What follows belongs to an exercise in optimizing a design on an open flow for small area, a short achievable clock period and few clock cycles; a production flow would make more cautious choices. RTL that was checked went through simulation tests only; none was proved equivalent to the original. No activity file was given, so power comes from the tool's default toggle rates.

## lagoon
==> flow/design.v <==
package dpc_pkg;
	localparam int PIX_W  = 8;
	localparam int DIM_W  = 9;
	localparam int CNT_W  = 17;
	localparam int SUM_W  = 24;
	localparam int CFG_IW = 3;
	localparam int CFG_DW = 17;
endpackage
module dark_pixel_centroid (
	input  logic        clk,
	input  logic        arst_n,
	input  logic        cfg_valid,
	output logic        cfg_ready,
	input  logic [2:0]  cfg_index,
	input  logic [16:0] cfg_data,
	input  logic        s_tvalid,
	output logic        s_tready,
	input  logic [7:0]  s_tdata,
	input  logic        s_tlast,
	output logic        m_tvalid,
	input  logic        m_tready,
	output logic [39:0] m_tdata,
	output logic        m_tuser
);
	logic [8:0]  cfg_w, cfg_xs, cfg_xe, cfg_ys, cfg_ye;
	logic [7:0]  cfg_thr;
	logic [16:0] cfg_min, cfg_max;
	assign cfg_ready = 1'b1;
	always_ff @(posedge clk or negedge arst_n) begin
		if (!arst_n) begin
			cfg_w   <= 9'd96;
			cfg_thr <= 8'd85;
			cfg_xs  <= 9'd10;
			cfg_xe  <= 9'd86;
			cfg_ys  <= 9'd10;
			cfg_ye  <= 9'd86;
			cfg_min <= 17'd180;
			cfg_max <= 17'd3176;
		end else if (cfg_valid) begin
			case (cfg_index)
				3'd0: cfg_w   <= cfg_data[8:0];
				3'd1: cfg_thr <= cfg_data[7:0];
				3'd2: cfg_xs  <= cfg_data[8:0];
				3'd3: cfg_xe  <= cfg_data[8:0];
				3'd4: cfg_ys  <= cfg_data[8:0];
				3'd5: cfg_ye  <= cfg_data[8:0];
				3'd6: cfg_min <= cfg_data;
				3'd7: cfg_max <= cfg_data;
				default: ;
			endcase
		end
	end
	logic rdy_q, v0_q, div_q, vld_q, clr_q;
	logic last_q, w0_q;           
	logic lo_q, hi_q, swap_q, fin_q;
	logic clr, last;
	logic [7:0]  col_q, row_q;    
	logic        fs_q;            
	logic        wrap_q;          
	logic        xs_q, xe_q;      
	logic        ys_q, ye_q;      
	logic [16:0] cnt_q;           
	logic        nz_q, min_q, max_q;   
	logic [26:0] x_q;             
	logic [23:0] y_q;             
	logic        cx_q, cy_q;      
	logic        cd_q;            
	logic        found_q;
	assign clr  = clr_q;
	assign last = last_q;
	logic       wrap, inc, eq_min, eq_max;
	logic       xs_d, xe_d, ys_d, ye_d, wrap_d;
	logic       xs_z, xe_z, ys_z, ye_z, w1;
	logic [8:0] col_inc, row_inc, col_inc2;
	logic [8:0] sx_lo, sy_lo;
	logic [16:0] sx_hi, sy_hi;
	logic       force_x, force_y;
	assign wrap     = wrap_q;
	assign col_inc  = {1'b0, col_q} + 9'd1;
	assign row_inc  = {1'b0, row_q} + 9'd1;
	assign col_inc2 = {{1'b0, col_q[7:1]} + 8'd1, col_q[0]};
	assign xs_z     = cfg_xs == 9'd0;
	assign xe_z     = cfg_xe == 9'd0;
	assign ys_z     = cfg_ys == 9'd0;
	assign ye_z     = cfg_ye == 9'd0;
	assign w1       = cfg_w[8:1] == 8'd0;
	always_comb begin
		xs_d = xs_q;
		xe_d = xe_q;
		ys_d = ys_q;
		ye_d = ye_q;
		wrap_d = wrap_q;
		if (clr || last || (fs_q && !v0_q)) begin
			xs_d   = xs_z;
			xe_d   = xe_z;
			ys_d   = ys_z;
			ye_d   = ye_z;
			wrap_d = w1;
		end else if (v0_q) begin
			if (wrap) begin
				xs_d   = xs_z;
				xe_d   = xe_z;
				wrap_d = w1;
				if (row_q != 8'hff) begin
					if (row_inc == cfg_ys) ys_d = 1'b1;
					if (row_inc == cfg_ye) ye_d = 1'b1;
				end
			end else begin
				if (col_inc == cfg_xs) xs_d = 1'b1;
				if (col_inc == cfg_xe) xe_d = 1'b1;
				wrap_d = (col_inc2 == cfg_w) || (cfg_w[8] && col_inc2[8]);
			end
		end
	end
	assign inc    = w0_q && !(&cnt_q);
	assign eq_min = cnt_q == cfg_min;
	assign eq_max = cnt_q == cfg_max;
	assign sx_lo   = {1'b0, x_q[7:0]} + {1'b0, col_q & {8{w0_q}}};
	assign sy_lo   = {1'b0, y_q[7:0]} + {1'b0, row_q & {8{w0_q}}};
	assign sx_hi   = {1'b0, x_q[23:8]} + {16'd0, cx_q};
	assign sy_hi   = {1'b0, y_q[23:8]} + {16'd0, cy_q};
	assign force_x = (cx_q && x_q[23:8] == 16'hffff) || (fin_q && (x_q[8] || !found_q));
	assign force_y = (cy_q && y_q[23:8] == 16'hffff) || (fin_q && (y_q[8] || !found_q));
	logic [11:0] lo;
	logic [9:0]  hi;
	logic        neg, found;
	assign neg     = x_q[26];
	assign lo      = {1'b0, x_q[17:8], 1'b1} + {1'b0, cnt_q[9:0] ^ {10{!neg}}, !neg};
	assign hi      = {x_q[26:18], 1'b1} + {{2'b0, cnt_q[16:10]} ^ {9{!neg}}, cd_q};
	assign found = nz_q && (min_q || eq_min) && !max_q;
	always_ff @(posedge clk or negedge arst_n) begin
		if (!arst_n) begin
			rdy_q  <= 1'b0;
			v0_q   <= 1'b0;
			last_q <= 1'b0;
			div_q  <= 1'b0;
			vld_q  <= 1'b0;
			clr_q  <= 1'b1;
			lo_q   <= 1'b0;
			hi_q   <= 1'b0;
			swap_q <= 1'b0;
			fin_q  <= 1'b0;
		end else begin
			v0_q   <= s_tvalid && rdy_q;
			last_q <= s_tvalid && rdy_q && s_tlast;
			clr_q  <= vld_q && m_tready;
			if (clr_q)                     rdy_q <= 1'b1;
			else if (s_tvalid && s_tlast)  rdy_q <= 1'b0;
			if (last_q)        div_q <= 1'b1;
			else if (fin_q)    div_q <= 1'b0;
			if (fin_q)         vld_q <= 1'b1;
			else if (m_tready) vld_q <= 1'b0;
			lo_q   <= div_q && !col_q[0] && (col_q <= 8'd16 || (col_q >= 8'd20 && col_q <= 8'd36));
			hi_q   <= div_q &&  col_q[0] && (col_q <= 8'd17 || (col_q >= 8'd21 && col_q <= 8'd37));
			swap_q <= div_q && col_q == 8'd18;
			fin_q  <= div_q && col_q == 8'd38;
		end
	end
	always_ff @(posedge clk) begin
		w0_q    <= s_tvalid && rdy_q && (s_tdata < cfg_thr) && xs_d && !xe_d && ys_d && !ye_d;
		found_q <= found;
		wrap_q <= wrap_d;
		xs_q <= xs_d;
		xe_q <= xe_d;
		ys_q <= ys_d;
		ye_q <= ye_d;
		if (clr || last) fs_q <= 1'b1;
		else if (v0_q)   fs_q <= 1'b0;
		if (clr || last) begin
			col_q <= '0;
			row_q <= '0;
		end else if (div_q) begin
			col_q <= col_q + 8'd1;
		end else if (v0_q) begin
			if (wrap) begin
				col_q <= '0;
				if (row_q != 8'hff) row_q <= row_inc[7:0];
			end else begin
				col_q <= col_inc[7:0];
			end
		end
		cnt_q <= (clr || (fin_q && !found_q)) ? 17'd0 : cnt_q + {16'd0, inc};
		if (clr) begin
			nz_q   <= 1'b0;
			min_q  <= 1'b0;
			max_q  <= 1'b0;
		end else if (inc) begin
			nz_q  <= 1'b1;
			if (eq_min) min_q <= 1'b1;
			if (eq_max) max_q <= 1'b1;
		end
		cd_q <= lo[11];
		cx_q <= sx_lo[8] && !clr;
		cy_q <= sy_lo[8] && !clr;
		y_q  <= clr ? 24'd0 : force_y ? 24'hffffff : {sy_hi[15:0], sy_lo[7:0]};
		if (clr) begin
			x_q <= '0;
		end else if (swap_q) begin
			x_q      <= {3'b0, y_q};
			y_q[8:0] <= x_q[8:0];
		end else if (lo_q) begin
			x_q[17:8] <= lo[10:1];
		end else if (hi_q) begin
			x_q <= {hi[8:1], x_q[17:0], !hi[9]};
		end else begin
			x_q <= {3'b0, force_x ? 24'hffffff : {sx_hi[15:0], sx_lo[7:0]}};
		end
	end
	assign s_tready = rdy_q;
	assign m_tvalid = vld_q;
	assign m_tuser  = found_q;
	assign m_tdata  = {5'b0, cnt_q, !found_q, x_q[7:0], !found_q, y_q[7:0]};
endmodule
export LEC_CHECK = 0
export CAP_MARGIN = 20
export CORE_MARGIN = 2
export CORE_UTILIZATION = 40
export CTS_BUF_LIST = sky130_fd_sc_hd__clkbuf_8
export SETUP_SLACK_MARGIN = 2.7
export SLEW_MARGIN = 20
export TNS_END_PERCENT = 0
create_clock -name core_clock -period 5.0 [get_ports {clk}]
standard.sh (not shown) runs the stock make flow with config.mk's settings and CLKGATE_MAP_FILE= SYNTH_SCRIPT=/design/flow/synth_recipe.tcl, a recipe that flattens the netlist after the stock synthesis.
==> flow/flow/run.sh <==
#!/bin/bash
# The standard layout (standard.sh: the standard flow's synthesis and ORFS flow, unchanged), with the
# ports buffered by the smallest buffer instead of the resizer's default pick; the resizer
# still upsizes or adds buffers where a port's load or timing needs it.
set -euo pipefail
bash standard.sh finish \
	'BUFFER_PORTS_ARGS=-buffer_cell sky130_fd_sc_hd__buf_1' \
	> make_finish.log 2>&1
Every stage of the flow completed for lagoon, and the final layout passed the timing, DRC and antenna checks.
For garnet, these inputs were changed with respect to lagoon:
Settings: TNS_END_PERCENT: 0 -> unset.
### Flow results
Changes observed in garnet relative to lagoon: clock-buffer cell count held; relative contribution of combinational cells to total power increased 1.4 points; internal power consumption has increased. Power consumption was lower in the run labelled lagoon. Lower filler-free cell count of the finished design was reported by lagoon, not garnet. Compare garnet and lagoon | sequential share of layout area lower: garnet.
### garnet -> indigo
Settings: SETUP_SLACK_MARGIN now 2.6, was 2.7.
--- outcome ---
Delta(global routing usage on met3, indigo - garnet) > 0. Re maximum buffer depth of the clock tree: no difference whatsoever between garnet and indigo. Compared with garnet, indigo shows non-clock buffer count lower by 10. Against garnet, indigo comes in 0.02 ns lower on source-to-sink clock delay at the later pin of the worst-skew pair. Summary: with garnet as the reference, via count in indigo moved down slightly. The ratio of total power to cell area on indigo is in line with that on garnet. garnet has a higher buffers plus inverters on the worst setup path than indigo. In indigo, the total chip power came out 2.1% below the value in garnet. The higher number of clock buffers in the layout came out of indigo.
Function was not checked in any run of this note: the RTL went through the layout flow alone.

========
dark_pixel_centroid, a different RTL version from the one above (not shown whole).
Size in the first run: roughly 0.011 mm^2 of cells after synthesis.
export LEC_CHECK = 0
export CAP_MARGIN = 20
export CORE_MARGIN = 2
export CORE_UTILIZATION = 40
export CTS_BUF_LIST = sky130_fd_sc_hd__clkbuf_8
export SETUP_SLACK_MARGIN = 2.7
export SLEW_MARGIN = 20
create_clock -name core_clock -period 5.0 [get_ports {clk}]
==> flow/flow/run.sh <==
#!/bin/bash
# The standard layout (standard.sh: the standard flow's synthesis and ORFS flow, unchanged), with the
# ports buffered by the smallest buffer instead of the resizer's default pick, and ORFS's
# power recovery after global routing (downsizing gates off the critical paths).
set -euo pipefail
bash standard.sh finish \
	'BUFFER_PORTS_ARGS=-buffer_cell sky130_fd_sc_hd__buf_1' \
	'RECOVER_POWER=100' \
	> make_finish.log 2>&1
The starting point completed, yet does not pass: max-capacitance violations, max-slew violations.
Change:
==> flow/flow/run.sh (replaced) <==
#!/bin/bash
# The standard layout (standard.sh: the standard flow's synthesis and ORFS flow, unchanged), with the
# ports buffered by the smallest buffer instead of the resizer's default pick; the resizer
# still upsizes or adds buffers where a port's load or timing needs it.
set -euo pipefail
bash standard.sh finish \
	'BUFFER_PORTS_ARGS=-buffer_cell sky130_fd_sc_hd__buf_1' \
	> make_finish.log 2>&1
=> The changed run completed without violations; total power went up by 1.1%; worst setup slack improved by 0.67 ns; clock skew stays flat; critical path depth went down by 1.
Change:
Settings changed: CTS_CLUSTER_SIZE set to 10.
What happened: Worst setup slack stays the same; non-clock buffer count stays the same; wire length stays the same; fmax stays the same; clock skew does not change; global-route usage stays the same; power does not change; utilization stays the same; cell count is unchanged.
No functional check of the RTL was part of any run of this note.

========
== job 101 ==
Another version of the RTL of dark_pixel_centroid (not shown whole).
For scale: about 1,300 cells after synthesis, about 200 flip-flops, ~78 I/O pins, roughly 0.011 mm^2 of cells after synthesis.
export LEC_CHECK = 0
export CAP_MARGIN = 20
export CORE_MARGIN = 2
export CORE_UTILIZATION = 40
export SETUP_SLACK_MARGIN = 3.0
export SLEW_MARGIN = 20
export TNS_END_PERCENT = 5
create_clock -name core_clock -period 5.0 [get_ports {clk}]
run.sh (not shown) runs the stock make flow with config.mk's settings and CLKGATE_MAP_FILE= SYNTH_SCRIPT=/design/flow/synth_recipe.tcl, a recipe that flattens the netlist after the stock synthesis.
Stock flow here: none of the scripts above is used.
Job 101 has completed all stages; timing, DRC and antenna checks passed.
Testbench counts of job 101, summed over its fixed seeds: cycles 111,092.
Inputs modified between job 101 and job 102:
Settings: swapping 3.0 for 2.7 in SETUP_SLACK_MARGIN; clearing TNS_END_PERCENT, which used to be 5.
==> flow/flow/run.sh (new file) <==
#!/bin/bash
# The standard layout (standard.sh: the standard flow's synthesis and ORFS flow, unchanged), with the
# ports buffered by the smallest buffer instead of the resizer's default pick; the resizer
# still upsizes or adds buffers where a port's load or timing needs it.
set -euo pipefail
bash standard.sh finish \
	'BUFFER_PORTS_ARGS=-buffer_cell sky130_fd_sc_hd__buf_1' \
	> make_finish.log 2>&1
==> flow/standard.sh (new file) <==
#!/bin/bash
# synth_recipe.tcl (not shown) runs the flow's synth.tcl, then flattens the netlist and writes it again
# the make line also repeats each setting of config.mk as NAME=value (left out here)
make -C /OpenROAD-flow-scripts/flow DESIGN_CONFIG=/design/flow/config.mk WORK_HOME=/design/flow/orfs CLKGATE_MAP_FILE= SYNTH_SCRIPT=/design/flow/synth_recipe.tcl "${@:-finish}"
removed: flow/run.sh
Results
Job 102 completed end to end with timing, DRC and antenna clean. Diff job 102 and job 101: worst setup slack lower in job 101. Against job 101, number of buffers outside the clock class in the layout in job 102 fell by more than 10%. Fraction of final layout cells with drive strength greater than 1 down 2.6 points in job 102 wrt job 101. On worst hold slack, job 101 beats job 102. Job 102: sequential share of layout area is 1.5 points higher than what job 101 reported.
The inputs of job 103 differ from those of job 102 as listed below.
Settings: SETUP_SLACK_MARGIN now 2.85, was 2.7.
### Flow results
Job 103 finished every step from synthesis to the final layout, and the layout passed the timing, DRC and antenna checks. Re fraction of area in non-clock buffers: job 102 and job 103 aren't equal, and the higher value belongs to job 103. Between job 102 and job 103, cell area is higher for job 103, job 102 comes in under that. Post-route total power is higher on job 103. Wire length the detailed router placed on met1 was higher in job 103 than in job 102. Worst hold slack across job 102 and job 103: no real change.
The inputs of job 104 differ from those of job 103 as listed below.
Settings: CTS_BUF_LIST: unset -> sky130_fd_sc_hd__clkbuf_8 sky130_fd_sc_hd__clkbuf_16; SETUP_SLACK_MARGIN: 2.85 -> 2.7.
Notes after the runs:
In the metrics for job 103 and job 104, the one carrying the lower portion of total power attributed to combinational logic is job 104. | detailed-route wire length on metal 1 | higher: job 103 |. Job 104 | status: complete | timing, DRC, antenna: pass. Job 103 | stages: all done | timing, DRC, antenna: all pass. Against job 103, job 104 reports a final cell count without fillers that is lower. Job 103 → job 104: final layout net count decreased by 19 relative to the old numbers; final wirelength decreased by about 5% relative to the old numbers; setup slack decreased by 13 ps relative to the old numbers; routed wire length per instance decreased by about 4% relative to the old numbers. Looking at global-route usage over all layers across job 103 and job 104, the one that comes out higher is job 103. Lower final cell utilization of the core goes to job 104 over job 103. Job 104 ended with less power density over cell area than job 103.

========
Setup of the baseline:
dark_pixel_centroid, a different RTL version from the one above (not shown whole).
Size in the first run: roughly 1200 cells after synthesis, about 190 flip-flops, roughly 78 I/O pins, about 11000 µm² of cells after synthesis.
export LEC_CHECK = 0
export CAP_MARGIN = 20
export CORE_MARGIN = 2
export CORE_UTILIZATION = 40
export SETUP_SLACK_MARGIN = 2.7
export SLEW_MARGIN = 20
create_clock -name core_clock -period 5.0 [get_ports {clk}]
standard.sh (not shown) runs the stock make flow with config.mk's settings and CLKGATE_MAP_FILE= SYNTH_SCRIPT=/design/flow/synth_recipe.tcl, a recipe that flattens the netlist after the stock synthesis.
==> flow/flow/run.sh <==
#!/bin/bash
# The standard layout (standard.sh: the standard flow's synthesis and ORFS flow, unchanged), with
# - the ports buffered by the smallest buffer instead of the resizer's default pick; the
#   resizer still upsizes or adds buffers where a port's load or timing needs it;
# - the clock tree built from clkbuf_8 cells under a clkbuf_16 root.
set -euo pipefail
bash standard.sh finish \
	'BUFFER_PORTS_ARGS=-buffer_cell sky130_fd_sc_hd__buf_1' \
	'CTS_ARGS=-sink_clustering_enable -repair_clock_nets -root_buf sky130_fd_sc_hd__clkbuf_16 -buf_list sky130_fd_sc_hd__clkbuf_8' \
	> make_finish.log 2>&1
Here is what was changed in the inputs of the candidate compared with the baseline.
==> flow/flow/run.sh <==
#!/bin/bash
# The standard layout (standard.sh: the standard flow's synthesis and ORFS flow, unchanged), with the
# ports buffered by the smallest buffer instead of the resizer's default pick; the resizer
# still upsizes or adds buffers where a port's load or timing needs it.
set -euo pipefail
bash standard.sh finish \
	'BUFFER_PORTS_ARGS=-buffer_cell sky130_fd_sc_hd__buf_1' \
	> make_finish.log 2>&1
-- flow/config.mk --
<<< the baseline, line 11
>>> the candidate, line 11
export CTS_BUF_LIST = sky130_fd_sc_hd__clkbuf_8
export CTS_CLUSTER_SIZE = 10
### Flow results
Going from the baseline to the candidate, maximum ir drop on the vdd rail shrank by more than 10%.
First-iteration DRC count in the candidate vs the baseline: up 42
Final instance area across the baseline and the candidate: no real change.
Comparing the candidate with the baseline, the routed wire length came out essentially unchanged.
The share of the cycle needed by the critical path after routing of the candidate falls short of that of the baseline by 0.74 points.
Worst max-slew margin expressed relative to the limit: lower on the baseline
Diff the baseline and the candidate: data required time of the critical path lower in the baseline
Total leakage power: the baseline vs the candidate, no meaningful difference
Between the baseline and the candidate, the hold slack figures differ only marginally.
No run of this note included a check of the RTL's function; only the layout flow was run.

port drivers added, routing unchanged:
How much do the figures lean on ideal ports? The routed layouts below were timed once more, with nothing changed but the port constraints.
Step 1 (the two cells are an assumption about what drives the block):
set clk [get_ports {clk}]
set_driving_cell -lib_cell sky130_fd_sc_hd__clkbuf_16 $clk
set_driving_cell -lib_cell sky130_fd_sc_hd__buf_2 [delete_from_list [all_inputs] $clk]
Step 2 adds t to the input delays and takes it off the output delays; t is the mean of the earliest and latest rising clock arrival at the registers after step 1. Input paths then give back, and output paths get back, about the clock's delay inside the block.
Slacks: ideal / step 1 / step 2; pairs: ideal / step 1.
run	shift t [ns]	slack for setup (ns)	slew at the worst register clock pin (ns)
lagoon	0.509	2.616 / 2.616 / 2.350	0.12 / 0.12
garnet	0.534	2.752 / 2.752 / 2.365	0.12 / 0.12
indigo	0.513	2.615 / 2.615 / 2.479	0.12 / 0.12
the first run of note 2	0.525	2.035 / 2.035 / 1.841	0.13 / 0.13
the second run of note 2	0.529	2.705 / 2.705 / 2.208	0.13 / 0.13
the third run of note 2	0.529	2.705 / 2.705 / 2.208	0.13 / 0.13
job 101	0.492	2.592 / 2.541 / 2.115	0.09 / 0.09
job 102	0.479	2.619 / 2.625 / 2.146	0.08 / 0.08
job 103	0.489	2.629 / 2.639 / 2.149	0.09 / 0.09
job 104	0.478	2.616 / 2.623 / 2.145	0.08 / 0.08
the baseline	0.445	2.539 / 2.547 / 2.102	0.11 / 0.11
the candidate	0.516	2.576 / 2.582 / 2.065	0.11 / 0.11
For the candidate, which loses most, drivers alone change the setup slack by +0.006 ns; drivers and shift together by -0.511 ns.
